This is an optimization exercise on Yosys and OpenROAD, whose aim is small area, not a production implementation.
In this exercise RTL edits were held to simulation tests only and were not proved equivalent to the original.
No activity file was given, so power comes from the tool's default toggle rates.

===== flow/design.v =====
package enbl_pkg;
	localparam int TIME_W      = 32;
	localparam int CNT_W       = 16;
	localparam int SECS_W      = 16;
	localparam int CFG_IDX_W   = 2;
	localparam int CFG_DATA_W  = 16;
	localparam logic [SECS_W-1:0]  MIN_BACKOFF_S = 16'd30;
	localparam logic [TIME_W-1:0]  DEBOUNCE_MS   = 32'd1000;
	localparam logic [TIME_W-1:0]  WRAP_LIMIT    = 32'd65536000;
	localparam logic [CNT_W-1:0]   CNT_MAX       = 16'hFFFF;
	localparam logic [CFG_IDX_W-1:0] CFG_ENABLED         = 2'd0;
	localparam logic [CFG_IDX_W-1:0] CFG_RISING_EDGE     = 2'd1;
	localparam logic [CFG_IDX_W-1:0] CFG_BACKOFF_SECONDS = 2'd2;
	localparam logic [2:0] S_IDLE = 3'd0;
	localparam logic [2:0] S_EVA  = 3'd1;
	localparam logic [2:0] S_EVB  = 3'd2;
	localparam logic [2:0] S_PAD  = 3'd3;
	localparam logic [2:0] S_ACC  = 3'd4;
	localparam logic [2:0] S_BEAT = 3'd5;
	localparam logic [2:0] S_DRW  = 3'd6;
endpackage
import enbl_pkg::*;
module edge_notify_backoff_logger (
	input  logic                  clk,
	input  logic                  arst_n,
	input  logic                  tick_valid,
	output logic                  tick_ready,
	input  logic [TIME_W-1:0]     tick_time_ms,
	input  logic                  tick_pin_level,
	output logic                  report_valid,
	input  logic                  report_ready,
	output logic                  report_type,
	output logic                  report_push_request,
	output logic                  report_led_state,
	output logic                  report_backoff_ended,
	output logic [CNT_W-1:0]      report_suppressed_count,
	output logic [CNT_W-1:0]      report_overrun_total,
	output logic [TIME_W-1:0]     report_log_time,
	output logic                  report_last,
	input  logic                  cfg_we,
	input  logic [CFG_IDX_W-1:0]  cfg_index,
	input  logic [CFG_DATA_W-1:0] cfg_data
);
	logic [1:0] ph_q;
	logic       ph0, ph3;
	logic              en_q, rise_q;
	logic [SECS_W-1:0] secs_q;
	logic              prev_q, primed_q, active_q, wp_q;
	logic [CNT_W-1:0]  supp_q, ovr_q;
	logic [2:0]        n_q, pc_q;
	logic [2:0]        st_q;
	logic              pp_q, logw_q, wfix_q, opened_q, ended_q;
	logic              rv_q, rtype_q;
	logic [TIME_W-1:0] wet_q, le_q;
	logic [TIME_W-1:0] s0_q, s1_q, s2_q, s3_q, s4_q, s5_q;
	logic [TIME_W-1:0] out_q;
	logic              c_sum_q, c_deb_q, gt_q, lt_q, lew_q, gl_q, ge_q;
	logic [TIME_W-1:0] wx, wy, wz;
	logic [7:0]        x_d, y_d, z_d, u_d;
	logic              b_u, b_w, b_u_q, b_w_q;
	logic [7:0]        t_d, w_d, k_d, l_d, sum_d, deb_d;
	logic              c_sum, c_deb, gt_n, lt_n, lew_n, gl_n, ge_n;
	logic              hit, open_win, supp_hit, wrap_fix, log_we, full;
	logic              wp2, act_or, ended, act_n;
	logic [CNT_W-1:0]  supp_n, ovr_n;
	logic [2:0]        n1;
	logic [CNT_W-1:0]  sc, oc;
	logic              cu, cw, cs, cd, g1, g2, g3, g4, g5;
	logic              push, acc_beat, acc_entry_more, pp_next, eva_end, purge;
	assign ph0 = (ph_q == 2'd0);
	assign ph3 = (ph_q == 2'd3);
	assign wx = {6'b0, secs_q, 10'b0};
	assign wy = {12'b0, secs_q, 4'b0};
	assign wz = {13'b0, secs_q, 3'b0};
	always_comb begin
		case (ph_q)
			2'd0: begin t_d = tick_time_ms[7:0];   x_d = wx[7:0];   y_d = wy[7:0];   z_d = wz[7:0];   end
			2'd1: begin t_d = tick_time_ms[15:8];  x_d = wx[15:8];  y_d = wy[15:8];  z_d = wz[15:8];  end
			2'd2: begin t_d = tick_time_ms[23:16]; x_d = wx[23:16]; y_d = wy[23:16]; z_d = wz[23:16]; end
			default: begin t_d = tick_time_ms[31:24]; x_d = wx[31:24]; y_d = wy[31:24]; z_d = wz[31:24]; end
		endcase
		k_d = (ph_q == 2'd0) ? DEBOUNCE_MS[7:0] : ((ph_q == 2'd1) ? DEBOUNCE_MS[15:8] : 8'd0);
		l_d = (ph_q == 2'd2) ? WRAP_LIMIT[23:16] : ((ph_q == 2'd3) ? WRAP_LIMIT[31:24] : 8'd0);
	end
	always_comb begin
		hit      = en_q && primed_q &&
			(rise_q ? (tick_pin_level && !prev_q) : (!tick_pin_level && prev_q));
		open_win = hit && !active_q;
		cu = !ph0 && b_u_q;
		cw = !ph0 && b_w_q;
		cs = !ph0 && c_sum_q;
		cd = !ph0 && c_deb_q;
		g1 = !ph0 && gt_q;
		g2 = !ph0 && lt_q;
		g3 = ph0 || lew_q;
		g4 = !ph0 && gl_q;
		g5 = ph0 || ge_q;
		for (int i = 0; i < 8; i++) begin
			u_d[i] = x_d[i] ^ y_d[i] ^ cu;
			cu     = (!x_d[i] && y_d[i]) || (!(x_d[i] ^ y_d[i]) && cu);
			w_d[i] = u_d[i] ^ z_d[i] ^ cw;
			cw     = (!u_d[i] && z_d[i]) || (!(u_d[i] ^ z_d[i]) && cw);
			sum_d[i] = t_d[i] ^ w_d[i] ^ cs;
			cs       = (t_d[i] && w_d[i]) || ((t_d[i] ^ w_d[i]) && cs);
			deb_d[i] = le_q[i] ^ k_d[i] ^ cd;
			cd       = (le_q[i] && k_d[i]) || ((le_q[i] ^ k_d[i]) && cd);
			g1 = (t_d[i] && !deb_d[i]) || (t_d[i] && g1) || (!deb_d[i] && g1);
			g2 = (!t_d[i] && w_d[i]) || (!t_d[i] && g2) || (w_d[i] && g2);
			g3 = (!t_d[i] && w_d[i]) || (!t_d[i] && g3) || (w_d[i] && g3);
			g4 = (wet_q[i] && !l_d[i]) || (wet_q[i] && g4) || (!l_d[i] && g4);
			g5 = (t_d[i] && !wet_q[i]) || (t_d[i] && g5) || (!wet_q[i] && g5);
		end
		b_u   = cu;
		b_w   = cw;
		c_sum = cs;
		c_deb = cd;
		gt_n  = g1;
		lt_n  = g2;
		lew_n = g3;
		gl_n  = g4;
		ge_n  = g5;
		supp_hit = hit && active_q && gt_n;
		wrap_fix = en_q && primed_q && !hit && active_q && lt_n && gl_n;
		log_we   = open_win || supp_hit;
		wp2      = (wp_q || (open_win && c_sum)) && !lew_n;
		act_or   = active_q || open_win;
		ended    = active_q && !wp2 && (wrap_fix || ge_n);
		act_n    = act_or && !ended;
		full  = log_we && (n_q == 3'd7);
		sc[0] = eva_end && supp_hit && !(&supp_q);
		oc[0] = eva_end && full && !(&ovr_q);
		for (int i = 1; i < CNT_W; i++) begin
			sc[i] = sc[i-1] && supp_q[i-1];
			oc[i] = oc[i-1] && ovr_q[i-1];
		end
		supp_n = (supp_q ^ sc) & {CNT_W{!(eva_end && open_win)}};
		ovr_n  = (ovr_q ^ oc) & {CNT_W{!purge}};
		n1     = n_q ^ {n_q[1] && n_q[0] && log_we && !full, n_q[0] && log_we && !full, log_we && !full};
	end
	assign tick_ready     = (st_q == S_ACC);
	assign eva_end        = (st_q == S_EVA) && ph3;
	assign purge          = (st_q == S_BEAT) && acc_beat && ended_q && !(!rtype_q && (n_q != 3'd0)) && !acc_entry_more;
	assign acc_beat       = rv_q && report_ready;
	assign acc_entry_more = acc_beat && rtype_q && (n_q != 3'd1);
	assign push           = pp_q;
	always_comb begin
		case (st_q)
			S_EVA:   pp_next = log_we || (!wrap_fix && ended && (n1 != 3'd0) && (n1 != 3'd7));
			S_EVB:   pp_next = ended_q && (n_q != 3'd0) && (n_q != 3'd7);
			S_PAD:   pp_next = (pc_q != 3'd6);
			S_DRW:   pp_next = 1'b1;
			S_BEAT:  pp_next = acc_entry_more;
			default: pp_next = 1'b0;
		endcase
	end
	always_ff @(posedge clk or negedge arst_n) begin
		if (!arst_n) begin
			ph_q     <= 2'd0;
			en_q     <= 1'b0;
			rise_q   <= 1'b1;
			secs_q   <= MIN_BACKOFF_S;
			prev_q   <= 1'b0;
			primed_q <= 1'b0;
			active_q <= 1'b0;
			wp_q     <= 1'b0;
			supp_q   <= '0;
			ovr_q    <= '0;
			n_q      <= '0;
			st_q     <= S_IDLE;
			pp_q     <= 1'b0;
			rv_q     <= 1'b0;
		end else begin
			ph_q   <= {ph_q[1] ^ ph_q[0], !ph_q[0]};
			supp_q <= supp_n;
			ovr_q  <= ovr_n;
			if (ph3)
				pp_q <= pp_next;
			case (st_q)
				S_IDLE: begin
					if (tick_valid && ph3)
						st_q <= S_EVA;
				end
				S_EVA: begin
					if (ph3) begin
						if (en_q) begin
							primed_q <= 1'b1;
							prev_q   <= tick_pin_level;
						end
						active_q <= act_n;
						wp_q     <= wp2;
						n_q      <= n1;
						if (log_we || wrap_fix)
							st_q <= S_EVB;
						else if (ended && (n1 != 3'd0) && (n1 != 3'd7))
							st_q <= S_PAD;
						else
							st_q <= S_ACC;
					end
				end
				S_EVB: begin
					if (ph3) begin
						if (ended_q && (n_q != 3'd0) && (n_q != 3'd7))
							st_q <= S_PAD;
						else
							st_q <= S_ACC;
					end
				end
				S_PAD: begin
					if (ph3 && (pc_q == 3'd6))
						st_q <= S_ACC;
				end
				S_ACC: begin
					rv_q <= 1'b1;
					st_q <= S_BEAT;
				end
				S_BEAT: begin
					if (acc_beat) begin
						if (!rtype_q && ended_q && (n_q != 3'd0)) begin
						end else if (acc_entry_more) begin
							n_q  <= n_q ^ {!n_q[1] && !n_q[0], !n_q[0], 1'b1};
							rv_q <= 1'b0;
							st_q <= S_DRW;
						end else begin
							if (ended_q) begin
								n_q   <= '0;
							end
							rv_q <= 1'b0;
							st_q <= S_IDLE;
						end
					end
				end
				S_DRW: begin
					if (ph0 && pp_q) begin
						rv_q <= 1'b1;
						st_q <= S_BEAT;
					end
				end
				default: begin
					st_q <= S_IDLE;
				end
			endcase
			if (cfg_we) begin
				case (cfg_index)
					CFG_ENABLED: begin
						en_q     <= cfg_data[0];
						active_q <= 1'b0;
						wp_q     <= 1'b0;
						primed_q <= 1'b0;
					end
					CFG_RISING_EDGE: begin
						rise_q <= cfg_data[0];
					end
					CFG_BACKOFF_SECONDS: begin
						secs_q <= ((cfg_data[15:5] == 11'd0) && !(&cfg_data[4:1])) ? MIN_BACKOFF_S : cfg_data;
					end
					default: begin
					end
				endcase
			end
		end
	end
	always_ff @(posedge clk) begin
		if ((st_q == S_EVA) && ph3) begin
			logw_q   <= log_we;
			wfix_q   <= wrap_fix;
			opened_q <= open_win;
			ended_q  <= ended;
		end
		if ((st_q == S_EVB) && ph3)
			pc_q <= n_q;
		else if ((st_q == S_EVA) && ph3)
			pc_q <= n1;
		else if ((st_q == S_PAD) && ph3)
			pc_q <= pc_q ^ {pc_q[1] && pc_q[0], pc_q[0], 1'b1};
		if (st_q == S_ACC)
			rtype_q <= 1'b0;
		else if ((st_q == S_BEAT) && acc_beat && !rtype_q)
			rtype_q <= 1'b1;
	end
	always_ff @(posedge clk) begin
		b_u_q   <= b_u;
		b_w_q   <= b_w;
		c_sum_q <= c_sum;
		c_deb_q <= c_deb;
		gt_q    <= gt_n;
		lt_q    <= lt_n;
		lew_q   <= lew_n;
		gl_q    <= gl_n;
		ge_q    <= ge_n;
	end
	always_ff @(posedge clk) begin
		wet_q <= {((st_q == S_EVA) && open_win) ? sum_d :
			(((st_q == S_EVB) && wfix_q) ? 8'd0 : wet_q[7:0]), wet_q[31:8]};
		le_q  <= {((st_q == S_EVA) && hit) ? t_d : le_q[7:0], le_q[31:8]};
		s0_q  <= {push ? t_d        : s0_q[7:0], s0_q[31:8]};
		s1_q  <= {push ? s0_q[7:0]  : s1_q[7:0], s1_q[31:8]};
		s2_q  <= {push ? s1_q[7:0]  : s2_q[7:0], s2_q[31:8]};
		s3_q  <= {push ? s2_q[7:0]  : s3_q[7:0], s3_q[31:8]};
		s4_q  <= {push ? s3_q[7:0]  : s4_q[7:0], s4_q[31:8]};
		s5_q  <= {push ? s4_q[7:0]  : s5_q[7:0], s5_q[31:8]};
		if (push && ph0)
			out_q <= s5_q;
	end
	assign report_valid            = rv_q;
	assign report_type             = rtype_q;
	assign report_push_request     = opened_q;
	assign report_led_state        = active_q;
	assign report_backoff_ended    = ended_q;
	assign report_suppressed_count = supp_q;
	assign report_overrun_total    = ovr_q;
	assign report_log_time         = rtype_q ? out_q : '0;
	assign report_last             = rtype_q ? (n_q == 3'd1) : !(ended_q && (n_q != 3'd0));
endmodule

===== flow/flow/run.sh =====
#!/bin/bash
# Own layout flow: the standard layout (standard.sh), with two changes to how
# the layout is built:
#  - the port buffers that buffer_ports inserts use the smallest buffer, buf_1;
#  - clock tree synthesis uses clkbuf_16 with larger sink clusters (30 sinks,
#    80 um) and
#    inserts no dummy loads.
# Everything else (synthesis, floorplan, power grid, placement, routing) is the
# standard flow. The make output goes to flow_make.log in the work folder; the
# ORFS tool logs stay under orfs/logs.
set -euo pipefail
export BUFFER_PORTS_ARGS="-buffer_cell sky130_fd_sc_hd__buf_1"
export CTS_ARGS="-sink_clustering_enable -repair_clock_nets -dont_use_dummy_load -buf_list {sky130_fd_sc_hd__clkbuf_16} -sink_clustering_size 36 -sink_clustering_max_diameter 80"
bash standard.sh > flow_make.log 2>&1

===== flow/standard.sh =====
#!/bin/bash
# synth_recipe.tcl (not shown) runs the flow's synth.tcl, then flattens the netlist and writes it again
# the make line also repeats each setting of config.mk as NAME=value (left out here)
make -C /OpenROAD-flow-scripts/flow DESIGN_CONFIG=/design/flow/config.mk WORK_HOME=/design/flow/orfs CLKGATE_MAP_FILE= SYNTH_SCRIPT=/design/flow/synth_recipe.tcl "${@:-finish}"

===== flow/config.mk =====
export PLATFORM = sky130hd
export DESIGN_NAME = edge_notify_backoff_logger
export DESIGN_NICKNAME = edge_notify_backoff_logger
export VERILOG_FILES = /design/flow/design.v
export SDC_FILE = /design/flow/constraint.sdc
export NUM_CORES = 4
export LEC_CHECK = 0
export CAP_MARGIN = 20
export CORE_MARGIN = 2
export CORE_UTILIZATION = 40
export PLACE_DENSITY = 0.6
export SLEW_MARGIN = 20

===== flow/constraint.sdc =====
create_clock -name core_clock -period 8.0 [get_ports {clk}]
set_input_delay 1.6000 -clock core_clock [delete_from_list [all_inputs] [get_ports {clk}]]
set_output_delay 1.6000 -clock core_clock [all_outputs]
set_load 0.01 [all_outputs]

==> results of run 1 <==
how the worst max path moves through the flow:
stage	to	slack, ps	cells after the start
after global routing	ovr_q[14]$_DFF_PN0_	210	39
after floorplan	ovr_q[14]$_DFF_PN0_	600	41
after CTS	ovr_q[14]$_DFF_PN0_	670	39
final	ovr_q[14]$_DFF_PN0_	700	39
after detailed placement	ovr_q[14]$_DFF_PN0_	640	39
after global placement	ovr_q[14]$_DFF_PN0_	790	39
through the flow:
step | power (mW) | instance area [um2] | setup slack (ps)
after floorplan | 3.51 | 13000 | 599
after global placement | 3.83 | 13900 | 791
after detailed placement | 3.87 | 13900 | 642
after CTS | 4.79 | 14300 | 665
after global routing | 5.05 | 14300 | 211
final | 4.72 | 14300 | 699
state kept, by name (all words and copies together) (netlist names), 32 cells and up:
signal / cells
s5_q: 32
s0_q: 32
wet_q: 32
s4_q: 32
s3_q: 32
out_q: 32
s2_q: 32
s1_q: 32
le_q: 32
power by group through the flow:
stage                     logic, mW  clock network, mW  registers (mW)
after floorplan               0.843                  0            2.67
after global routing           1.24               1.02            2.80
final                          1.09              0.902            2.72
after CTS                      1.10              0.951            2.74
after global placement         1.09                  0            2.75
after detailed placement       1.10                  0            2.78
cell families (layout without fill, tap and decap cells):
logic type      Yosys count  after routing
fa+ha+maj                82             82
simple gates            237            237
xor+xnor                  4              4
mux                      70             70
buf+inv                 107            229
flops                   368            368
compound gates          158            158
critical path, delay by kind of cell (launching register included):
kind,cells,cell delay [ps]
fa+ha+maj,24,5210
flops,1,400
compound gates,3,550
simple gates,3,380
buf+inv,9,590
cells in the mapped netlist (all sizes together), types with 8 or more instances:
master,number,area (um2)
dfxtp,266,5330
inv,73,274
mux2,66,743
dfrtp,59,1480
nand2,52,195
ha,51,638
nor2b,39,244
edfxtp,38,1140
o21ai,38,198
and2,37,231
nor2,34,128
fa,30,601
clkbuf,21,78.8
a21oi,18,93.8
a22oi,17,128
nor3,14,70.1
buf,13,65.1
nand4,13,81.3
or2,9,56.3
nand2b,8,50.1
nand3,8,40.0
layout make-up:
cell class                 count  area [um2]
fill                        2972       17400
sequential                   368        8080
multi-input combinational    551        4480
timing repair buffer         139         572
tap                          402         503
clock buffer                  17         425
inverter                      73         274
layer usage:
| layer | routed length [um] | part of all wire [%] |
|---|---|---|
| met4 | 583 | 2.5 |
| met2 | 10300 | 44 |
| met3 | 1260 | 5.4 |
| met5 | 0 | 0 |
| met1 | 11200 | 48 |
==> flow_summary.json, run 1 <==
{
  "outcome": "complete, no violations",
  "routabilityCongestion": 0.884,
  "critical_path.startpoint": "ph_q[0]$_DFF_PN0_",
  "cts_resized": 0,
  "clockBufferDepth": 3,
  "syn-num-nets": 1163,
  "grt_use_met3_pct": 2.22,
  "fin_cells": 1550,
  "layout_common_cells": "dfxtp_1 (266), buf_1 (125), inv_1 (71)",
  "r2r_slack_ps": 700,
  "final_util_pct": 45.2,
  "report.final.slew_viol_count": 0,
  "p_int_mw": 3.36,
  "period_share_pct": 91.3,
  "timing_hold_violations_final": 0,
  "post_drt_wl_per_cell_um": 15.1,
  "clock.fmax_mhz": 137,
  "cts_buffers": 17,
  "synth.ff_latch_count": 368,
  "setup_viol": 0,
  "seqPwrFrac_pct": 57.7,
  "groute.usage.overall_pct": 14.2,
  "start_util_pct": 40.9,
  "port_buffers": 126,
  "num_vias": 7666,
  "dp_hpwl_mm": 16.9,
  "nets": 1287,
  "worstPathMaxFanout": 4,
  "path_clk_slew_ps": 110,
  "cp_slowest_cell": "fa_1",
  "r2r_cells": 39,
  "row_count": 65,
  "drtIter0Drc": 533,
  "relSlewSlack_pct": 32.9,
  "final_common_cell": "dfxtp_1",
  "max-cap-violations": 0,
  "core_um2": 31700,
  "synthCells": 1026,
  "syn_area_per_cell_um2": 12.6,
  "synthSimpleGateAreaFrac_pct": 9.77,
  "grt_pass1_vias": 7453,
  "detail_route.first_pass.iterations": 5,
  "worst_setup_path_start_kind": "flop",
  "max_stage_delay_ps": 510,
  "vias_per_cell": 4.95,
  "vdd_drop_max_uv": 172,
  "route.detailed.drc": 0,
  "clk-insertion-delay-late_ps": 510,
  "areaGrowthSynthToFinish_pct": 10.5,
  "busiest_layer": "met2",
  "crit_arrival_ps": 7630,
  "tightest_slew_ps": 1010,
  "drive_gt1_share_pct": 11.1,
  "grt_max_degree": 65,
  "diodes": 0,
  "cp_common_cell": "ha_1",
  "p_leak_nw": 6.15,
  "p_sw_mw": 1.35,
  "cts_setup_buffers": 0,
  "hold_path_depth": 0,
  "power_frac_clock_pct": 19.1,
  "synth_edf_count": 38,
  "cp-end-kind": "flop",
  "hp-start": "wet_q[25]$_DFF_P_",
  "setup_tns_ps": 0,
  "htree_levels": 1,
  "async_reset_ff_share_pct": 17.4,
  "reg2reg_to": "ovr_q[14]$_DFF_PN0_",
  "synthFlopType": "dfxtp_1",
  "die_area_um2": 33900,
  "die_y_um": 184,
  "wirelength_mm": 23.4,
  "min_period_ps": 7300,
  "die_w_um": 184,
  "grt_use_met2_pct": 22.3,
  "io_pins": 127,
  "synth_mux_area_share_pct": 6.04,
  "powerDensity_nw_per_um2": 329,
  "fin_hold_ws_ps": 255,
  "yosysUniqueCellTypes": 74,
  "skew_ps": 63.9,
  "synth_area_um2": 13000,
  "path_class": "flop to flop",
  "ant_nets": 0,
  "hold-path-endpoint": "wet_q[17]$_DFF_P_",
  "worstReg2RegStart": "ph_q[0]$_DFF_PN0_",
  "switching_share_pct": 28.7,
  "tritoncts": "done",
  "yosys_warnings": 1,
  "cp.required_ps": 8330,
  "clockRootBuffer": "clkbuf_16",
  "pwr-share-comb_pct": 23.1,
  "grt-ovfl-total": 0,
  "synth_top_family_by_area": "simple AND/OR/NAND/NOR gates",
  "clock_sinks": 368,
  "grt_pass1_wl_mm": 38.8,
  "synth_compound_area_share_pct": 8.77,
  "gr-usage-met1_pct": 20.3,
  "yosys.area_share.xor_xnor_pct": 0.270,
  "cts_hold_buf": 0,
  "min_path_type": "flop to flop",
  "rsz0062_at_grt": "false",
  "antenna_found_initial": 0,
  "dp.cells": 1533,
  "synth-adder-area-share_pct": 9.63,
  "yosysSeqAreaShare_pct": 62.3
}
==> run 2: changes to the inputs <==
--- a/flow/flow/run.sh
+++ b/flow/flow/run.sh
@@ -10,5 +10,5 @@
 # ORFS tool logs stay under orfs/logs.
 set -euo pipefail
 export BUFFER_PORTS_ARGS="-buffer_cell sky130_fd_sc_hd__buf_1"
-export CTS_ARGS="-sink_clustering_enable -repair_clock_nets -dont_use_dummy_load -buf_list {sky130_fd_sc_hd__clkbuf_16} -sink_clustering_size 36 -sink_clustering_max_diameter 80"
+export CTS_ARGS="-sink_clustering_enable -repair_clock_nets -dont_use_dummy_load -buf_list {sky130_fd_sc_hd__clkbuf_16} -sink_clustering_size 30 -sink_clustering_max_diameter 80"
 bash standard.sh > flow_make.log 2>&1
==> run 2 against run 1 <==
  * Still clean
  * Non-clock buffer count is the same
  * Synthesized cell count is the same
  * Via count is essentially flat
  * First-iteration DRC count grew 5.8%
  * Cell area grew 0.17%
  * Sequential power is essentially flat
  * Critical path type unchanged
  * Cell count is essentially flat
  * Largest cell class unchanged
  * Synthesized area is the same
  * Utilization grew 0.079 points
==> flow_summary.json, run 2 <==
{
  "drive_gt1_share_pct": 11.2,
  "synthFlopType": "dfxtp_1",
  "grt_max_degree": 65,
  "die_area_um2": 33900,
  "grt_use_met3_pct": 1.96,
  "outcome": "complete, no violations",
  "htree_levels": 1,
  "yosys_warnings": 1,
  "gr-usage-met1_pct": 20.2,
  "clockRootBuffer": "clkbuf_16",
  "path_class": "flop to flop",
  "post_drt_wl_per_cell_um": 15.1,
  "grt_pass1_vias": 7439,
  "cts_setup_buffers": 0,
  "die_w_um": 184,
  "cts_buffers": 18,
  "setup_viol": 0,
  "setup_ws_ps": 701,
  "ant_nets": 0,
  "grt-ovfl-total": 0,
  "grt_pass1_wl_mm": 38.6,
  "synthMostInstantiatedCell": "dfxtp_1",
  "syn_area_per_cell_um2": 12.6,
  "min_period_ps": 7300,
  "pre_cts_ws_ps": 642,
  "synthCells": 1026,
  "clock.fmax_mhz": 137,
  "port_buffers": 126,
  "groute.usage.overall_pct": 14.2,
  "p_leak_nw": 6.16,
  "row_count": 65,
  "synth.ff_latch_count": 368,
  "die_y_um": 184,
  "detail_route.first_pass.iterations": 5,
  "nFillCells": 2967,
  "max_stage_delay_ps": 510,
  "fin_cells": 1551,
  "tightest_slew_ps": 1030,
  "powerDensity_nw_per_um2": 331,
  "route.detailed.drc": 0,
  "path_clk_slew_ps": 100,
  "clk-insertion-delay-late_ps": 530,
  "synth_edf_count": 38,
  "routabilityCongestion": 0.884,
  "regArea_um2": 8080,
  "setup_tns_ps": 0,
  "cp-end-kind": "flop",
  "crit_arrival_ps": 7650,
  "min_path_type": "flop to flop",
  "core_um2": 31700,
  "yosysSeqAreaShare_pct": 62.3,
  "grt_use_met2_pct": 22.4,
  "worst_setup_path_start_kind": "flop",
  "relSlewSlack_pct": 31.6,
  "critical_path.top_delay_family": "adder cells",
  "cp_common_cell": "ha_1",
  "timing_hold_violations_final": 0,
  "ys_top_cells_by_area": "dfxtp_1 (41%), dfrtp_1 (11%), edfxtp_1 (8.8%)",
  "worstPathMaxFanout": 4,
  "nets": 1288,
  "synth_area_um2": 13000,
  "busiest_layer": "met2",
  "wirelength_mm": 23.5,
  "cts_resized": 0,
  "areaGrowthSynthToFinish_pct": 10.7,
  "yosys.area.top_type_share_pct": 41.1,
  "yosysUniqueCellTypes": 74,
  "vias_per_cell": 4.94,
  "final_common_cell": "dfxtp_1",
  "multi_input_area_um2": 4480,
  "num_vias": 7668,
  "crit_buf_inv": 9,
  "drtIter0Drc": 564,
  "report.final.slew_viol_count": 0,
  "clockBufferDepth": 3,
  "vdd_drop_max_uv": 172,
  "critical_path.startpoint": "ph_q[0]$_DFF_PN0_",
  "syn-num-nets": 1163,
  "rsz0062_at_grt": "false",
  "tritoncts": "done",
  "dp.cells": 1533,
  "start_util_pct": 40.9,
  "async_reset_ff_share_pct": 17.4,
  "layout_common_cells": "dfxtp_1 (266), buf_1 (125), inv_1 (71)",
  "yosysTopAreaCell": "dfxtp_1",
  "cts_hold_buf": 0,
  "period_share_pct": 91.2,
  "skew_ps": 74.6,
  "diodes": 0,
  "max-cap-violations": 0,
  "antenna_found_initial": 0,
  "dp_hpwl_mm": 16.9,
  "hp-start": "wet_q[25]$_DFF_P_",
  "cp.required_ps": 8350,
  "io_pins": 127,
  "ys_top_cells_by_count": "dfxtp_1 (266), inv_1 (71), mux2_2 (66), dfrtp_1 (59), nand2_1 (52)",
  "cp_slowest_cell": "fa_1",
  "worstReg2RegStart": "ph_q[0]$_DFF_PN0_",
  "clock_sinks": 368
}
[run 2: cell counts after synthesis]
Identical to the previous run, type by type.
[run 2: report_power, final]
group	internal [mW]	leakage (nW)	switching (mW)	total, mW
sequential	2.49	3.42	0.236	2.72
combinational	0.494	2.52	0.600	1.09
clock	0.404	0.222	0.529	0.934
total	3.39	6.16	1.37	4.75
[run 2: cell families (layout without fill, tap and decap cells)]
group           after synthesis  count (layout)  share of synthesized area (%)
flops                       368             368                           62.3
simple gates                237             237                           9.77
compound gates              158             158                           8.77
buf+inv                     107             230                           3.22
fa+ha+maj                    82              82                           9.63
mux                          70              70                           6.04
xor+xnor                      4               4                          0.270
[run 2: worst paths after layout]
check                                      end  slack [ps]  cells after the start
setup / recovery           ovr_q[14]$_DFF_PN0_         700                     39
hold / removal               wet_q[17]$_DFF_P_         260                      0
setup reg to reg           ovr_q[14]$_DFF_PN0_         700                     39
hold reg to reg              wet_q[17]$_DFF_P_         260                      0
max in group asynchronous     pp_q$_DFFE_PN0P_        6140                      2
min in group asynchronous   ovr_q[0]$_DFF_PN0_        1270                      2
[run 2: per-stage QoR]
step                area [um2]  power [mW]  util, %  hold WS [ps]
finish                   14400        4.75     45.3           263
global route             14400        5.08     45.3           260
CTS                      14400        4.82     45.2           256
detailed placement       13900        3.87     43.8           312
global placement         13900        3.83     43.8           310
floorplan                13000        3.51        -           310
[run 2: worst reg2reg max path, delay by kind of cell (launching register included)]
family / cells / cell delay (ps)
adders and majority gates: 24 / 5220
buffers and inverters: 9 / 590
DFF: 1 / 400
and+or+nand+nor: 3 / 390
AOI/OAI and AO/OA: 3 / 560
[run 2: final cells by class]
class	instances	share of cell area, %
multi-input combinational	551	31.2
timing repair buffer	139	3.98
clock buffer	18	3.14
inverter	73	1.91
tap	402	3.50
sequential	368	56.3
[run 2: per-layer routing]
| layer | share of wire [%] | routed length [um] | vias up |
|---|---|---|---|
| met5 | 0 | 0 | - |
| met3 | 4.9 | 1150 | 39 |
| met4 | 2.8 | 660 | 0 |
| li1 | - | - | 3756 |
| met2 | 44 | 10300 | 197 |
| met1 | 48 | 11400 | 3676 |
==> run 3: changes to the inputs <==
--- a/flow/config.mk
+++ b/flow/config.mk
@@ -7,6 +7,6 @@
 export LEC_CHECK = 0
 export CAP_MARGIN = 20
 export CORE_MARGIN = 2
-export CORE_UTILIZATION = 40
-export PLACE_DENSITY = 0.6
+export CORE_UTILIZATION = 65
+export PLACE_DENSITY = 0.75
 export SLEW_MARGIN = 20
==> run 3 against run 2 <==
  * Fmax shrank 1.7%
  * Clock-buffer cell count shrank 1
  * Clock power shrank 4.4%
  * Synthesized cell count is the same
  * Setup slack lost 130 ps
  * Utilization grew 27 points
  * Worst hold slack gained 47 ps
  * Sequential cell count is the same
  * Clock skew shrank 50 ps
  * Die area shrank 38%
  * Largest cell class unchanged
==> flow_summary.json, run 3 <==
{
  "synth_edf_count": 38,
  "final_util_pct": 72.4,
  "drive_gt1_share_pct": 10.9,
  "cts_resized": 0,
  "seqPwrFrac_pct": 58.0,
  "crit_arrival_ps": 7810,
  "grt_max_degree": 65,
  "diodes": 0,
  "worst_setup_path_start_kind": "flop",
  "report.final.slew_viol_count": 0,
  "post_drt_wl_per_cell_um": 15.6,
  "synth.ff_latch_count": 368,
  "path_class": "flop to flop",
  "dp.cells": 1394,
  "timing_hold_violations_final": 0,
  "die_y_um": 145,
  "syn_area_per_cell_um2": 12.6,
  "switching_share_pct": 28.7,
  "layout_common_cells": "dfxtp_1 (266), buf_1 (125), inv_1 (71)",
  "yosys.area.top_type_share_pct": 41.1,
  "min_period_ps": 7430,
  "synth_area_um2": 13000,
  "die_w_um": 145,
  "cp_slowest_cell": "fa_1",
  "tritoncts": "done",
  "pwr-share-comb_pct": 23.1,
  "clockBufferDepth": 3,
  "synthMostInstantiatedCell": "dfxtp_1",
  "nets": 1285,
  "async_reset_ff_share_pct": 17.4,
  "setup_tns_ps": 0,
  "clk-insertion-delay-late_ps": 500,
  "start_util_pct": 66.4,
  "syn-num-nets": 1163,
  "powerDensity_nw_per_um2": 334,
  "drtIter0Drc": 464,
  "nFillCells": 1417,
  "final_common_cell": "dfxtp_1",
  "ys_top_cells_by_count": "dfxtp_1 (266), inv_1 (71), mux2_2 (66), dfrtp_1 (59), nand2_1 (52)",
  "antenna_found_initial": 0,
  "yosysUniqueCellTypes": 74,
  "groute.usage.overall_pct": 21.2,
  "port_buffers": 126,
  "die_area_um2": 21100,
  "setup_viol": 0,
  "vias_per_cell": 5.47,
  "cts_hold_buf": 0,
  "detail_route.first_pass.iterations": 8,
  "routabilityCongestion": 0.915,
  "dp_hpwl_mm": 15.7,
  "p_sw_mw": 1.35,
  "core_um2": 19500,
  "fin_cells": 1411,
  "areaGrowthSynthToFinish_pct": 9.05,
  "cts_buffers": 17,
  "yosysTopAreaCell": "dfxtp_1",
  "period_share_pct": 92.8,
  "relSlewSlack_pct": 39.9,
  "route.detailed.drc": 0,
  "worstPathMaxFanout": 8,
  "grt_pass1_vias": 7431,
  "outcome": "complete, no violations",
  "num_vias": 7724,
  "skew_ps": 24.8,
  "cp_common_cell": "ha_1",
  "tightest_slew_ps": 899,
  "synthFlopType": "dfxtp_1",
  "p_leak_nw": 6.14,
  "yosysSeqAreaShare_pct": 62.3,
  "rsz0062_at_grt": "false",
  "synthCells": 1026,
  "grt_pass1_wl_mm": 36.9,
  "clock.fmax_mhz": 135,
  "p_int_mw": 3.37,
  "max-cap-violations": 0,
  "vdd_drop_max_uv": 274,
  "io_pins": 127,
  "grt-ovfl-total": 0,
  "htree_levels": 1,
  "clock_sinks": 368,
  "max_stage_delay_ps": 510,
  "power_frac_clock_pct": 18.9,
  "clockRootBuffer": "clkbuf_16",
  "path_clk_slew_ps": 100,
  "wirelength_mm": 22.0,
  "cp-end-kind": "flop",
  "cts_setup_buffers": 0,
  "ant_nets": 0,
  "min_path_type": "flop to flop",
  "yosys_warnings": 1,
  "ys_top_cells_by_area": "dfxtp_1 (41%), dfrtp_1 (11%), edfxtp_1 (8.8%)",
  "row_count": 51,
  "cp.required_ps": 8390
}
-- run 3: changes by cell type in the layout (fill, tap and decap cells not counted) --
cell,previous run,this run
clkbuf_16,18,17
nor3_1,13,14
nor3_2,1,0
buf_4,13,11
-- run 3: worst max-delay path: cells and delay by family, from the launching register on --
family / cells / cell delay [ps]
adder cells (fa/ha/maj): 24 / 5200
AO/OA/AOI/OAI: 3 / 670
XOR/XNOR: 1 / 160
buffers and inverters: 9 / 580
AND/OR/NAND/NOR: 3 / 330
flip-flops: 1 / 400
-- run 3: layout make-up --
type / count / area (um2) / area share (%)
clock buffer: 17 / 425 / 3.01
inverter: 73 / 274 / 1.94
multi-input combinational: 551 / 4470 / 31.6
sequential: 368 / 8080 / 57.1
tap: 265 / 332 / 2.35
timing repair buffer: 137 / 557 / 3.94
-- run 3: cell families after synthesis --
| kind of cell | synth area share (%) |
|---|---|
| AO/OA/AOI/OAI | 8.77 |
| XOR/XNOR | 0.270 |
| adder cells (fa/ha/maj) | 9.63 |
| buffers and inverters | 3.22 |
| flip-flops | 62.3 |
| multiplexers | 6.04 |
| AND/OR/NAND/NOR | 9.77 |
-- run 3: per-layer routing --
layer | wire length, um | track usage, % | vias up
met4 | 388 | 4.61 | 0
met5 | 0 | 0 | -
met2 | 9900 | 34.1 | 272
met3 | 1440 | 3.24 | 26
met1 | 10300 | 30.8 | 3672
li1 | - | - | 3754
-- run 3: final timing paths --
kind,from,endpoint,slack [ps],depth (start not counted)
setup reg to reg,ph_q[0]$_DFF_PN0_,ovr_q[15]$_DFF_PN0_,570,40
min in group asynchronous,arst_n,secs_q[8]$_DFFE_PN0P_,1290,2
setup / recovery,ph_q[0]$_DFF_PN0_,ovr_q[15]$_DFF_PN0_,570,40
hold reg to reg,wet_q[22]$_DFF_P_,wet_q[14]$_DFF_P_,310,0
max in group asynchronous,arst_n,pp_q$_DFFE_PN0P_,6120,2
hold / removal,wet_q[22]$_DFF_P_,wet_q[14]$_DFF_P_,310,0
-- run 3: power by group through the flow --
stage	registers (mW)	logic (mW)	clock network [mW]
finish	2.74	1.09	0.893
global route	2.81	1.23	0.982
CTS	2.74	1.09	0.924
detailed placement	2.78	1.09	0
global placement	2.74	1.07	0
floorplan	2.67	0.843	0
-- run 3: through the flow --
step | total power, mW | instance area (um2) | hold WS (ps) | setup slack, ps
global route | 5.02 | 14100 | 308 | 91.3
global placement | 3.81 | 13700 | 310 | 717
CTS | 4.76 | 14100 | 311 | 503
detailed placement | 3.87 | 13700 | 312 | 514
finish | 4.72 | 14100 | 309 | 574
floorplan | 3.51 | 13000 | 310 | 599
==> run 4: changes to the inputs <==
--- a/flow/design.v
+++ b/flow/design.v
@@ -90,11 +90,11 @@
 		cw = !ph0 && b_w_q;
 		cs = !ph0 && c_sum_q;
 		cd = !ph0 && c_deb_q;
-		g1 = !ph0 && gt_q;
+		g1 = ph0 || !gt_q;
 		g2 = !ph0 && lt_q;
 		g3 = ph0 || lew_q;
 		g4 = !ph0 && gl_q;
-		g5 = ph0 || ge_q;
+		g5 = !ph0 && !ge_q;
 		for (int i = 0; i < 8; i++) begin
 			u_d[i] = x_d[i] ^ y_d[i] ^ cu;
 			cu     = (!x_d[i] && y_d[i]) || (!(x_d[i] ^ y_d[i]) && cu);
@@ -104,21 +104,21 @@
 			cs       = (t_d[i] && w_d[i]) || ((t_d[i] ^ w_d[i]) && cs);
 			deb_d[i] = le_q[i] ^ k_d[i] ^ cd;
 			cd       = (le_q[i] && k_d[i]) || ((le_q[i] ^ k_d[i]) && cd);
-			g1 = (t_d[i] && !deb_d[i]) || (t_d[i] && g1) || (!deb_d[i] && g1);
+			g1 = (!t_d[i] && deb_d[i]) || (!t_d[i] && g1) || (deb_d[i] && g1);
 			g2 = (!t_d[i] && w_d[i]) || (!t_d[i] && g2) || (w_d[i] && g2);
 			g3 = (!t_d[i] && w_d[i]) || (!t_d[i] && g3) || (w_d[i] && g3);
 			g4 = (wet_q[i] && !l_d[i]) || (wet_q[i] && g4) || (!l_d[i] && g4);
-			g5 = (t_d[i] && !wet_q[i]) || (t_d[i] && g5) || (!wet_q[i] && g5);
+			g5 = (!t_d[i] && wet_q[i]) || (!t_d[i] && g5) || (wet_q[i] && g5);
 		end
 		b_u   = cu;
 		b_w   = cw;
 		c_sum = cs;
 		c_deb = cd;
-		gt_n  = g1;
+		gt_n  = !g1;
 		lt_n  = g2;
 		lew_n = g3;
 		gl_n  = g4;
-		ge_n  = g5;
+		ge_n  = !g5;
 		supp_hit = hit && active_q && gt_n;
 		wrap_fix = en_q && primed_q && !hit && active_q && lt_n && gl_n;
 		log_we   = open_win || supp_hit;
--- a/flow/config.mk
+++ b/flow/config.mk
@@ -8,5 +8,6 @@
 export CAP_MARGIN = 20
 export CORE_MARGIN = 2
 export CORE_UTILIZATION = 65
+export GPL_TIMING_DRIVEN = 0
 export PLACE_DENSITY = 0.75
 export SLEW_MARGIN = 20
==> run 4 against run 3 <==
  * Sequential cell count did not move
  * Cell area rose by 0.45%
  * Setup slack got worse by 230 ps
  * Utilization rose by 0.57 points
  * Clock-buffer cell count fell by 1
  * Non-clock buffer count rose by 29
  * Clock skew rose by 13 ps
  * First-iteration DRC count rose by 0.22%
  * Synthesized cell count rose by 1.9%
  * Worst hold slack barely moved
  * Power fell by 8.3%
==> flow_summary.json, run 4 <==
{
  "outcome": "complete, no violations",
  "report.final.slew_viol_count": 0,
  "regArea_um2": 8070,
  "synth_compound_area_share_pct": 8.12,
  "async_reset_ff_share_pct": 17.4,
  "yosysUniqueCellTypes": 73,
  "cp_common_cell": "fa_1",
  "max_stage_delay_ps": 550,
  "diodes": 0,
  "post_drt_wl_per_cell_um": 15.7,
  "routabilityCongestion": 0.923,
  "clockRootBuffer": "clkbuf_16",
  "synth_top_family_by_area": "simple AND/OR/NAND/NOR gates",
  "cp_cell_sequence": "ha_1 -> buf_2 -> buf_4 -> clkbuf_4 -> o21ai_0 -> fa_1 -> fa_1 -> inv_1 -> fa_1 -> fa_1 -> fa_1 -> fa_1 -> fa_1 -> fa_1 -> inv_1 -> fa_1 -> ha_1 -> or4_1 -> o31ai_1 -> and4bb_2 -> o31ai_4 -> or3_1 -> a31o_1",
  "seqPwrFrac_pct": 56.3,
  "cp_slowest_cell": "fa_1",
  "synth_mux_area_share_pct": 4.62,
  "tightest_slew_ps": 882,
  "tritoncts": "done",
  "vdd_drop_max_uv": 310,
  "worstPathMaxFanout": 19,
  "relSlewSlack_pct": 40.7,
  "max-cap-violations": 0,
  "p_int_mw": 3.08,
  "clockBufferDepth": 3,
  "worst_setup_path_start_kind": "flop",
  "synthSimpleGateAreaFrac_pct": 11.3,
  "cp-end-kind": "flop",
  "dp_hpwl_mm": 16.9,
  "fin_hold_ws_ps": 309,
  "p_total_mw": 4.33,
  "layout_common_cells": "dfxtp_1 (266), buf_1 (130), nand2_1 (98)",
  "switching_share_pct": 28.9,
  "row_count": 51,
  "die_y_um": 145,
  "drive_gt1_share_pct": 9.87,
  "timing_hold_violations_final": 0,
  "die_area_um2": 20900,
  "drtIter0Drc": 465,
  "power_frac_clock_pct": 20.1,
  "path_clk_slew_ps": 110,
  "core_um2": 19500,
  "min_period_ps": 7660,
  "setup_viol": 0,
  "yosys.area.top_type_share_pct": 41.4,
  "areaGrowthSynthToFinish_pct": 10.5,
  "p_leak_nw": 6.18,
  "cts_buffers": 16,
  "ys_top_cells_by_area": "dfxtp_1 (41%), dfrtp_1 (11%), edfxtp_1 (8.9%)",
  "synth-adder-area-share_pct": 9.72,
  "synth_edf_count": 38,
  "yosys.area_share.xor_xnor_pct": 0.273,
  "grt-ovfl-total": 0,
  "nFillCells": 1412,
  "synthFlopType": "dfxtp_1",
  "ys_top_cells_by_count": "dfxtp_1 (266), nand2_1 (98), inv_1 (69), dfrtp_1 (59)",
  "htree_levels": 1,
  "synth_area_um2": 12900,
  "wirelength_mm": 22.9,
  "dp.cells": 1439,
  "ant_nets": 0,
  "clock.fmax_mhz": 131,
  "detail_route.first_pass.iterations": 5,
  "vias_per_cell": 5.34,
  "start_util_pct": 66.0,
  "final_common_cell": "dfxtp_1",
  "multi_input_area_um2": 4400,
  "synthCells": 1046,
  "path_class": "flop to flop",
  "yosysSeqAreaShare_pct": 62.8,
  "pwr-share-comb_pct": 23.6,
  "yosys_warnings": 1,
  "skew_ps": 38.0,
  "yosysTopAreaCell": "dfxtp_1",
  "grt_pass1_wl_mm": 36.6,
  "syn_area_per_cell_um2": 12.3,
  "setup_tns_ps": 0,
  "die_w_um": 145,
  "fin_cells": 1460,
  "nets": 1334,
  "min_path_type": "flop to flop",
  "antenna_found_initial": 0,
  "grt_pass1_vias": 7423,
  "port_buffers": 126,
  "synthMostInstantiatedCell": "dfxtp_1",
  "period_share_pct": 95.8,
  "crit_arrival_ps": 8110,
  "syn-num-nets": 1183,
  "grt_max_degree": 33,
  "final_util_pct": 73.0,
  "groute.usage.overall_pct": 22.4,
  "p_sw_mw": 1.25,
  "clock_sinks": 368,
  "route.detailed.drc": 0,
  "synth.ff_latch_count": 368,
  "powerDensity_nw_per_um2": 305,
  "io_pins": 127,
  "clk-insertion-delay-late_ps": 510,
  "cp.required_ps": 8450,
  "num_vias": 7790
}
-- run 4: final timing paths --
| kind | from | endpoint | slack (ps) | cells after the start |
|---|---|---|---|---|
| worst max-delay path | ph_q[0]$_DFF_PN0_ | st_q[2]$_DFFE_PN0P_ | 340 | 23 |
| worst max register to register | ph_q[0]$_DFF_PN0_ | st_q[2]$_DFFE_PN0P_ | 340 | 23 |
| worst min register to register | wet_q[16]$_DFF_P_ | wet_q[8]$_DFF_P_ | 310 | 0 |
| worst min-delay path | wet_q[16]$_DFF_P_ | wet_q[8]$_DFF_P_ | 310 | 0 |
| max in group asynchronous | arst_n | rv_q$_DFFE_PN0P_ | 6390 | 3 |
| min in group asynchronous | arst_n | secs_q[11]$_DFFE_PN0P_ | 970 | 1 |
-- run 4: area by class of cell --
type	instances	area share, %
flip-flops and latches	368	56.9
plain buffers	30	1.01
multi-input cells	573	31.0
repair buffers	136	4.04
well taps	265	2.34
clock buffers	16	2.82
inverters	72	1.93
-- run 4: stage by stage --
stage	worst slack, ps	area [um2]
2_1_floorplan	482	12900
3_3_place_gp	-391	13700
3_5_place_dp	-496	13700
4_1_cts	9.57	14100
5_1_grt	-1.99	14200
6_report	340	14200
-- run 4: kinds of logic (layout without fill, tap and decap cells) --
kind of cell,count (synthesis),count (layout)
adder cells (fa/ha/maj),82,82
buffers and inverters,105,254
flip-flops,368,368
multiplexers,53,53
AND/OR/NAND/NOR,285,285
AO/OA/AOI/OAI,149,149
XOR/XNOR,4,4
-- run 4: timing repair --
item                                    CTS  global route
endpoints found under the setup margin   12             8
pin swaps                                 0             2
setup buffers                             0             8
resized for setup                         2            17
gates cloned                              0             0
hold buffers                              0             0
-- run 4: routing by layer --
metal / global-route usage (%) / wire length [um] / vias up
li1: - / - / 3839
met1: 32.1 / 10800 / 3691
met2: 36.4 / 10500 / 228
met3: 2.78 / 1020 / 32
met4: 6.13 / 546 / 0
met5: 0 / 0 / -
-- run 4: critical path: cells and delay by family (launching register included) --
family | cells | cell delay (ps)
and+or+nand+nor | 3 | 1010
buffers and inverters | 5 | 840
adders and majority gates | 11 | 4620
DFF | 1 | 420
AOI/OAI and AO/OA | 4 | 730
-- run 4: power groups by stage --
| stage | Combinational (mW) | Sequential [mW] | Clock (mW) |
|---|---|---|---|
| 2_1_floorplan | 0.733 | 2.41 | 0 |
| 3_3_place_gp | 0.990 | 2.45 | 0 |
| 3_5_place_dp | 1.01 | 2.48 | 0 |
| 4_1_cts | 1.02 | 2.44 | 0.892 |
| 5_1_grt | 1.15 | 2.48 | 0.950 |
| 6_report | 1.02 | 2.44 | 0.869 |
==> run 5: changes to the inputs <==
--- a/flow/config.mk
+++ b/flow/config.mk
@@ -5,9 +5,8 @@
 export SDC_FILE = /design/flow/constraint.sdc
 export NUM_CORES = 4
 export LEC_CHECK = 0
-export CAP_MARGIN = 20
+export CAP_MARGIN = 5
 export CORE_MARGIN = 2
 export CORE_UTILIZATION = 65
-export GPL_TIMING_DRIVEN = 0
 export PLACE_DENSITY = 0.75
-export SLEW_MARGIN = 20
+export SLEW_MARGIN = 5
==> run 5 against run 4 <==
  * Still clean on timing, DRC and antenna
  * Clock-buffer cell count is 1 higher
  * Sequential cell count stayed put
  * Largest power group unchanged
  * Critical endpoint unchanged
  * Highest routed layer unchanged
  * Sequential share of layout area is 0.71 points higher
  * First-iteration DRC count is 4.7% lower
==> flow_summary.json, run 5 <==
{
  "yosysUniqueCellTypes": 73,
  "core_um2": 19500,
  "synth_area_um2": 12900,
  "groute.usage.overall_pct": 21.4,
  "synthFlopType": "dfxtp_1",
  "die_y_um": 145,
  "yosys_warnings": 1,
  "async_reset_ff_share_pct": 17.4,
  "routabilityCongestion": 0.919,
  "drive_gt1_share_pct": 9.10,
  "fin_hold_ws_ps": 300,
  "cts_buffers": 17,
  "syn-num-nets": 1183,
  "cp.required_ps": 8400,
  "wirelength_mm": 22.0,
  "path_clk_slew_ps": 100,
  "timing_hold_violations_final": 0,
  "setup_viol": 0,
  "die_area_um2": 20900,
  "period_share_pct": 94.3,
  "num_vias": 7719,
  "syn_area_per_cell_um2": 12.3,
  "vdd_drop_max_uv": 274,
  "nFillCells": 1418,
  "path_class": "flop to flop",
  "nets": 1304,
  "max-cap-violations": 0,
  "die_w_um": 145,
  "critical_path.top_delay_family": "adder cells",
  "grt_max_degree": 65,
  "vias_per_cell": 5.40,
  "synth.ff_latch_count": 368,
  "yosysSeqAreaShare_pct": 62.8,
  "ant_nets": 0,
  "cp_common_cell": "fa_1",
  "powerDensity_nw_per_um2": 307,
  "rsz0062_at_grt": "false",
  "drtIter0Drc": 443,
  "row_count": 51,
  "min_path_type": "flop to flop",
  "detail_route.first_pass.iterations": 7,
  "synth_edf_count": 38,
  "grt_pass1_wl_mm": 35.8,
  "yosysTopAreaCell": "dfxtp_1",
  "ys_top_cells_by_count": "dfxtp_1 (266), nand2_1 (98), inv_1 (69), dfrtp_1 (59)",
  "worst_setup_path_start_kind": "flop",
  "synthMostInstantiatedCell": "dfxtp_1",
  "clk-insertion-delay-late_ps": 500,
  "layout_common_cells": "dfxtp_1 (266), buf_1 (125), nand2_1 (98)",
  "grt_pass1_vias": 7249,
  "relSlewSlack_pct": 30.1,
  "tightest_slew_ps": 1040,
  "ys_top_cells_by_area": "dfxtp_1 (41%), dfrtp_1 (11%), edfxtp_1 (8.9%)",
  "clockBufferDepth": 3,
  "cp-end-kind": "flop",
  "yosys.area.top_type_share_pct": 41.4,
  "diodes": 0,
  "min_period_ps": 7550,
  "post_drt_wl_per_cell_um": 15.4,
  "port_buffers": 126,
  "route.detailed.drc": 0,
  "cp_slowest_cell": "fa_1",
  "clockRootBuffer": "clkbuf_16",
  "crit_buf_inv": 4,
  "worstReg2RegStart": "ph_q[0]$_DFF_PN0_",
  "report.final.slew_viol_count": 0,
  "max_stage_delay_ps": 500,
  "cts_hold_buf": 0,
  "crit_arrival_ps": 7950,
  "areaGrowthSynthToFinish_pct": 9.13,
  "synthCells": 1046,
  "cts_setup_buffers": 0,
  "setup_tns_ps": 0,
  "worstPathMaxFanout": 10,
  "skew_ps": 44.5,
  "start_util_pct": 66.0,
  "htree_levels": 1,
  "clock.fmax_mhz": 133,
  "hp-start": "wet_q[25]$_DFF_P_",
  "cp_cell_sequence": "inv_1 -> ha_1 -> buf_4 -> a22oi_1 -> or2_2 -> fa_1 -> inv_1 -> fa_1 -> fa_1 -> fa_1 -> fa_1 -> fa_1 -> fa_1 -> fa_1 -> inv_1 -> fa_1 -> ha_1 -> or4_1 -> o31ai_1 -> and4bb_2 -> o31ai_1 -> or3_1 -> a31o_1",
  "r2r_slack_ps": 450,
  "tritoncts": "done",
  "grt-ovfl-total": 0,
  "critical_path.startpoint": "ph_q[0]$_DFF_PN0_",
  "antenna_found_initial": 0,
  "p_leak_nw": 6.12,
  "dp_hpwl_mm": 15.8,
  "outcome": "complete, no violations",
  "io_pins": 127,
  "final_common_cell": "dfxtp_1",
  "clock_sinks": 368
}
-- run 5: timing repair --
item                                    4_1_cts  5_1_grt
endpoints found under the hold margin         0        0
gates resized for setup                       0        1
endpoints found under the setup margin        0        2
-- run 5: layer usage --
layer	part of all wire (%)	up-vias	GRT usage (%)
met2	46	221	35.2
li1	-	3771	-
met4	1.3	0	4.50
met1	48	3704	31.1
met5	0	-	0
met3	4.9	23	2.55
-- run 5: through the flow --
| stage | total power, mW | worst slack [ps] | cell area [um2] | utilization [%] | instances |
|---|---|---|---|---|---|
| after detailed placement | 3.44 | 354 | 13600 | 69.9 | 1413 |
| final | 4.30 | 455 | 14000 | 72.1 | 1430 |
| after global routing | 4.56 | 29.4 | 14000 | 72.1 | 1430 |
| after CTS | 4.34 | 339 | 14000 | 72.1 | 1430 |
| after global placement | 3.41 | 580 | 13600 | 69.9 | 1413 |
| after floorplan | 3.14 | 482 | 12900 | - | 1046 |
-- run 5: cell type report --
cell class	instances	area, um2	share of cell area, %
flip-flops and latches	368	8080	57.6
multi-input cells	573	4380	31.2
repair buffers	135	542	3.86
clock buffers	17	425	3.03
well taps	265	332	2.36
inverters	72	270	1.93
-- run 5: power breakdown --
group	leakage, nW	internal, mW	switching (mW)
clock	0.209	0.383	0.508
sequential	3.41	2.27	0.182
combinational	2.50	0.427	0.532
-- run 5: kinds of logic (layout without fill, tap and decap cells) --
logic type / Yosys count / count (layout) / share of synthesized area, %
buffers and inverters: 105 / 224 / 3.16
AND/OR/NAND/NOR: 285 / 285 / 11.3
flip-flops: 368 / 368 / 62.8
AO/OA/AOI/OAI: 149 / 149 / 8.12
adder cells (fa/ha/maj): 82 / 82 / 9.72
XOR/XNOR: 4 / 4 / 0.273
multiplexers: 53 / 53 / 4.62
-- run 5: path summary, 6_finish.rpt --
| path | to | cells after the start |
|---|---|---|
| worst max-delay path | st_q[2]$_DFFE_PN0P_ | 23 |
| worst min-delay path | wet_q[17]$_DFF_P_ | 0 |
| worst max register to register | st_q[2]$_DFFE_PN0P_ | 23 |
| worst min register to register | wet_q[17]$_DFF_P_ | 0 |
| max in group asynchronous | pp_q$_DFFE_PN0P_ | 2 |
| min in group asynchronous | secs_q[13]$_DFFE_PN0P_ | 2 |

==> afterwards: timing with drivers on the ports <==
In the flow no input, the clock included, has a driving cell. The finished layouts below were timed again as built, in two steps.
Step 1: set_driving_cell puts a clkbuf_16 on clk and a buf_2 on each other input, an assumption about the parent block.
Step 2 also shifts input and output timing later by t, the mid clock arrival at the registers, as if the neighbouring blocks saw the same clock.
Slacks: ideal / step 1 / step 2; pairs: ideal / step 1.
run	shift t [ns]	slack for setup (ns)	latest minus earliest clock arrival (ns)	cell pins on the clock port's net
run 1	0.534	0.699 / 0.699 / 0.699	0.070 / 0.070	1
run 2	0.537	0.701 / 0.701 / 0.701	0.075 / 0.074	1
run 3	0.530	0.574 / 0.574 / 0.574	0.026 / 0.027	1
run 4	0.529	0.340 / 0.340 / 0.340	0.038 / 0.038	1
run 5	0.524	0.455 / 0.455 / 0.455	0.046 / 0.045	1
After both steps every run listed still meets setup and hold.
